Source: an optimization exercise on an open RTL-to-GDS flow (aim: small area and a short achievable clock period). Production flows keep margins and buffers that such runs may drop. The RTL was checked by simulation tests, not by an equivalence proof against the original design.

run A:
## fu_mul_lat3_32b
module fu_mul_lat3_32b (
  input  logic        clk,
  input  logic        reset,
  input  logic        io_glock,
  input  logic [31:0] io_o1data,
  input  logic        io_o1load,
  input  logic [31:0] io_t1data,
  input  logic        io_t1load,
  input  logic [1:0]  io_t1opcode,
  output logic [31:0] io_r1data,
  output logic        io_r1valid
);
==> flow/config.mk <==
export PLATFORM = sky130hd
export DESIGN_NAME = fu_mul_lat3_32b
export DESIGN_NICKNAME = fu_mul_lat3_32b
export VERILOG_FILES = /design/flow/design.v
export SDC_FILE = /design/flow/constraint.sdc
export NUM_CORES = 4
export LEC_CHECK = 0
export CAP_MARGIN = 35
export CORE_MARGIN = 2
export CORE_UTILIZATION = 55
export CTS_CLUSTER_SIZE = 20
export SETUP_SLACK_MARGIN = 4.7
export SLEW_MARGIN = 20
export SYNTH_HIERARCHICAL = 1
export SYNTH_MINIMUM_KEEP_SIZE = 0
==> flow/constraint.sdc <==
create_clock -name core_clock -period 8.5 [get_ports {clk}]
set_input_delay 1.7000 -clock core_clock [delete_from_list [all_inputs] [get_ports {clk}]]
set_output_delay 1.7000 -clock core_clock [all_outputs]
set_load 0.01 [all_outputs]
standard.sh (not shown) runs the stock make flow with config.mk's settings and CLKGATE_MAP_FILE= SYNTH_SCRIPT=/design/flow/synth_recipe.tcl, a recipe that flattens the netlist after the stock synthesis.
==> flow/flow/run.sh <==
#!/bin/bash
# Layout flow: the standard layout (standard.sh, unchanged synthesis and
# steps), except that the port buffers inserted before global placement are
# sky130_fd_sc_hd__buf_2 cells instead of the delay cell buffer_ports picks by
# default. Every input and output port still gets its own buffer.
# The make output goes to standard.log in this folder; the tools' own logs are
# under orfs/logs/ as standard.sh writes them.
export BUFFER_PORTS_ARGS="-buffer_cell sky130_fd_sc_hd__buf_2"
bash standard.sh > standard.log 2>&1
status=$?
tail -n 30 standard.log
exit $status
diff inputs: run A => run B
- SETUP_SLACK_MARGIN now 4.6, was 4.7
- CAP_MARGIN now 20, was 35
==> flow/run.sh (new file) <==
#!/bin/bash
# synth_recipe.tcl (not shown) runs the flow's synth.tcl, then flattens the netlist and writes it again
# the make line also repeats each setting of config.mk as NAME=value (left out here)
make -C /OpenROAD-flow-scripts/flow DESIGN_CONFIG=/design/flow/config.mk WORK_HOME=/design/flow/orfs CLKGATE_MAP_FILE= SYNTH_SCRIPT=/design/flow/synth_recipe.tcl finish
removed: flow/flow/run.sh
removed: flow/standard.sh
==> run notes <==
Met3 track demand over resource in global routing: run B higher than run A. Looking at run A and run B, the gate count of the mapped netlist is a wash. Compared with run A, in run B setup slack fell 0.094 ns, post-route cell area rose about 0.4%, part of the cycle the worst path needs rose 1.1 points. Of run A and run B, the run reporting the lower fraction of final layout cells sized beyond drive strength 1 was run B. Between run B and run A, it is run B whose worst path arrival time is higher, by 0.11 ns. | first-pass GRT wire length | run B vs run A | better |.
diff inputs: run B => run C
- CTS_BUF_LIST newly set to sky130_fd_sc_hd__clkbuf_4 sky130_fd_sc_hd__clkbuf_8
==> flow/flow/run.sh (new file) <==
#!/bin/bash
# Layout flow: the standard layout (standard.sh, unchanged synthesis and
# steps), except that the port buffers inserted before global placement are
# sky130_fd_sc_hd__buf_2 cells instead of the delay cell buffer_ports picks by
# default. Every input and output port still gets its own buffer.
# The make output goes to standard.log in this folder; the tools' own logs are
# under orfs/logs/ as standard.sh writes them.
export BUFFER_PORTS_ARGS="-buffer_cell sky130_fd_sc_hd__buf_2"
bash standard.sh > standard.log 2>&1
status=$?
tail -n 30 standard.log
exit $status
==> flow/standard.sh (new file) <==
#!/bin/bash
# synth_recipe.tcl (not shown) runs the flow's synth.tcl, then flattens the netlist and writes it again
# the make line also repeats each setting of config.mk as NAME=value (left out here)
make -C /OpenROAD-flow-scripts/flow DESIGN_CONFIG=/design/flow/config.mk WORK_HOME=/design/flow/orfs CLKGATE_MAP_FILE= SYNTH_SCRIPT=/design/flow/synth_recipe.tcl "${@:-finish}"
removed: flow/run.sh
Results
Looking at utilization after layout, run C sits 1.6 points below run B. Changes observed in run C relative to run B: met3 layer wire length in the routed design fell by 1.7%, final clock period utilization by the worst path stayed essentially flat, routed wire length on met2 rose by 390 um.

* * *

oak:
Starting RTL as in the previous note.
clock: 8.5 ns
lec_check: 0
cap_margin: 35
core_margin: 2
core_utilization: 55
cts_cluster_size: 20
setup_slack_margin: 4.8
slew_margin: 20
synth_hierarchical: 1
synth_minimum_keep_size: 0
==> flow/flow/run.sh <==
#!/bin/bash
# Layout flow: the standard layout (standard.sh, unchanged synthesis and
# steps), except that the port buffers inserted before global placement are
# sky130_fd_sc_hd__buf_2 cells instead of the delay cell buffer_ports picks by
# default. Every input and output port still gets its own buffer.
# The make output goes to standard.log in this folder; the tools' own logs are
# under orfs/logs/ as standard.sh writes them.
export BUFFER_PORTS_ARGS="-buffer_cell sky130_fd_sc_hd__buf_2"
bash standard.sh > standard.log 2>&1
status=$?
tail -n 30 standard.log
exit $status
oak did not stop at any stage, and its layout met the timing, DRC and antenna checks.
Here is what was changed in the inputs of pine compared with oak.
- changing CAP_MARGIN from 35 to 20
- changing SETUP_SLACK_MARGIN from 4.8 to 4.6
Relative to oak, the share of the cycle needed by the critical path after routing of pine is higher by 2.3 points. Relative to oak, core utilization decreased by 3.8 points in pine. Total track usage (lower): pine. In pine the detailed-routed wire length on met3 turned out about 6.6% lower than in oak. Against oak, pine reports a initial antenna violation count that is lower. Final critical path time including I/O delays and setup up 190 ps in pine wrt oak. oak → pine: via count fell by about 3%, relative area change from synthesis to final layout fell by 6.7 points, fraction of area in non-clock buffers fell by 4.1 points. pine: layout cell share with drive strength beyond 1 is 5.7 points lower than what oak reported.

* * *

== run 5 ==
Starting RTL as in the previous note.
// fu_mul_lat3_32b
module fu_mul_lat3_32b (
  input  logic        clk,
  input  logic        reset,
  input  logic        io_glock,
  input  logic [31:0] io_o1data,
  input  logic        io_o1load,
  input  logic [31:0] io_t1data,
  input  logic        io_t1load,
  input  logic [1:0]  io_t1opcode,
  output logic [31:0] io_r1data,
  output logic        io_r1valid
);
clock: 8.5 ns
lec_check: 0
cap_margin: 20
core_margin: 2
core_utilization: 55
cts_cluster_size: 20
setup_slack_margin: 4.45
slew_margin: 20
synth_hierarchical: 1
synth_minimum_keep_size: 0
run.sh (not shown) runs the stock make flow with config.mk's settings and CLKGATE_MAP_FILE= SYNTH_SCRIPT=/design/flow/synth_recipe.tcl, a recipe that flattens the netlist after the stock synthesis.
Stock flow here: none of the scripts above is used.
Run 5 went all the way through synthesis, placement and routing and the layout is clean on timing, DRC and antenna.
Here is what was changed in the inputs of run 3 compared with run 5.
Settings: CTS_CLUSTER_SIZE now 32, was 20; SETUP_SLACK_MARGIN now 4.6, was 4.45.
==> flow/flow/run.sh (new file) <==
#!/bin/bash
# Layout flow: the standard layout (standard.sh, unchanged synthesis and
# steps), except that the port buffers inserted before global placement are
# sky130_fd_sc_hd__buf_2 cells instead of the delay cell buffer_ports picks by
# default. Every input and output port still gets its own buffer.
# The make output goes to standard.log in this folder; the tools' own logs are
# under orfs/logs/ as standard.sh writes them.
export BUFFER_PORTS_ARGS="-buffer_cell sky130_fd_sc_hd__buf_2"
bash standard.sh > standard.log 2>&1
status=$?
tail -n 30 standard.log
exit $status
==> flow/standard.sh (new file) <==
#!/bin/bash
# synth_recipe.tcl (not shown) runs the flow's synth.tcl, then flattens the netlist and writes it again
# the make line also repeats each setting of config.mk as NAME=value (left out here)
make -C /OpenROAD-flow-scripts/flow DESIGN_CONFIG=/design/flow/config.mk WORK_HOME=/design/flow/orfs CLKGATE_MAP_FILE= SYNTH_SCRIPT=/design/flow/synth_recipe.tcl "${@:-finish}"
removed: flow/run.sh
==> comparison <==
Re final critical-path share of the clock period: run 3 is 1.0 points down on run 5. Of run 3 and run 5, it is run 3 that has the higher global-route wire length before repair. Comparing run 5 with run 3, the later-pin clock latency in the skew report came out essentially unchanged. Between run 3 and run 5, the met3 usage is lower for run 5.

-- separate check: timing with driven ports --
In the flow no input, the clock included, has a driving cell. The finished layouts below were timed again as built, in two steps.
Step 1 assumes that a clkbuf_16 drives the clock port and a buf_2 every other input.
Step 2 adds t to the input delays and takes it off the output delays; t is the mean of the earliest and latest rising clock arrival at the registers after step 1. Input paths then give back, and output paths get back, about the clock's delay inside the block.
Three values: ideal ports, drivers, drivers and shift; two values: the first two.
| run | shift t [ns] | setup slack, ns | worst setup path after step 2 | latest minus earliest clock arrival (ns) | pins driven straight from the clock port |
|---|---|---|---|---|---|
| run A | 0.631 | 4.640 / 4.640 / 4.068 | input to register | 0.020 / 0.020 | 1 |
| run B | 0.617 | 4.546 / 4.546 / 4.055 | input to register | 0.036 / 0.035 | 1 |
| run C | 0.732 | 4.537 / 4.537 / 4.072 | input to register | 0.022 / 0.022 | 1 |
| oak | 0.657 | 4.695 / 4.695 / 4.160 | input to register | 0.022 / 0.023 | 1 |
| pine | 0.637 | 4.502 / 4.502 / 4.124 | input to register | 0.029 / 0.029 | 1 |
| run 5 | 0.635 | 4.431 / 4.431 / 3.954 | input to register | 0.023 / 0.024 | 1 |
| run 3 | 0.640 | 4.517 / 4.517 / 4.135 | input to register | 0.030 / 0.030 | 1 |
After both steps setup and hold are still met in every run listed. The setup slack of run A, which loses most, moves by 0.000 ns with the drivers and by -0.572 ns with both steps.
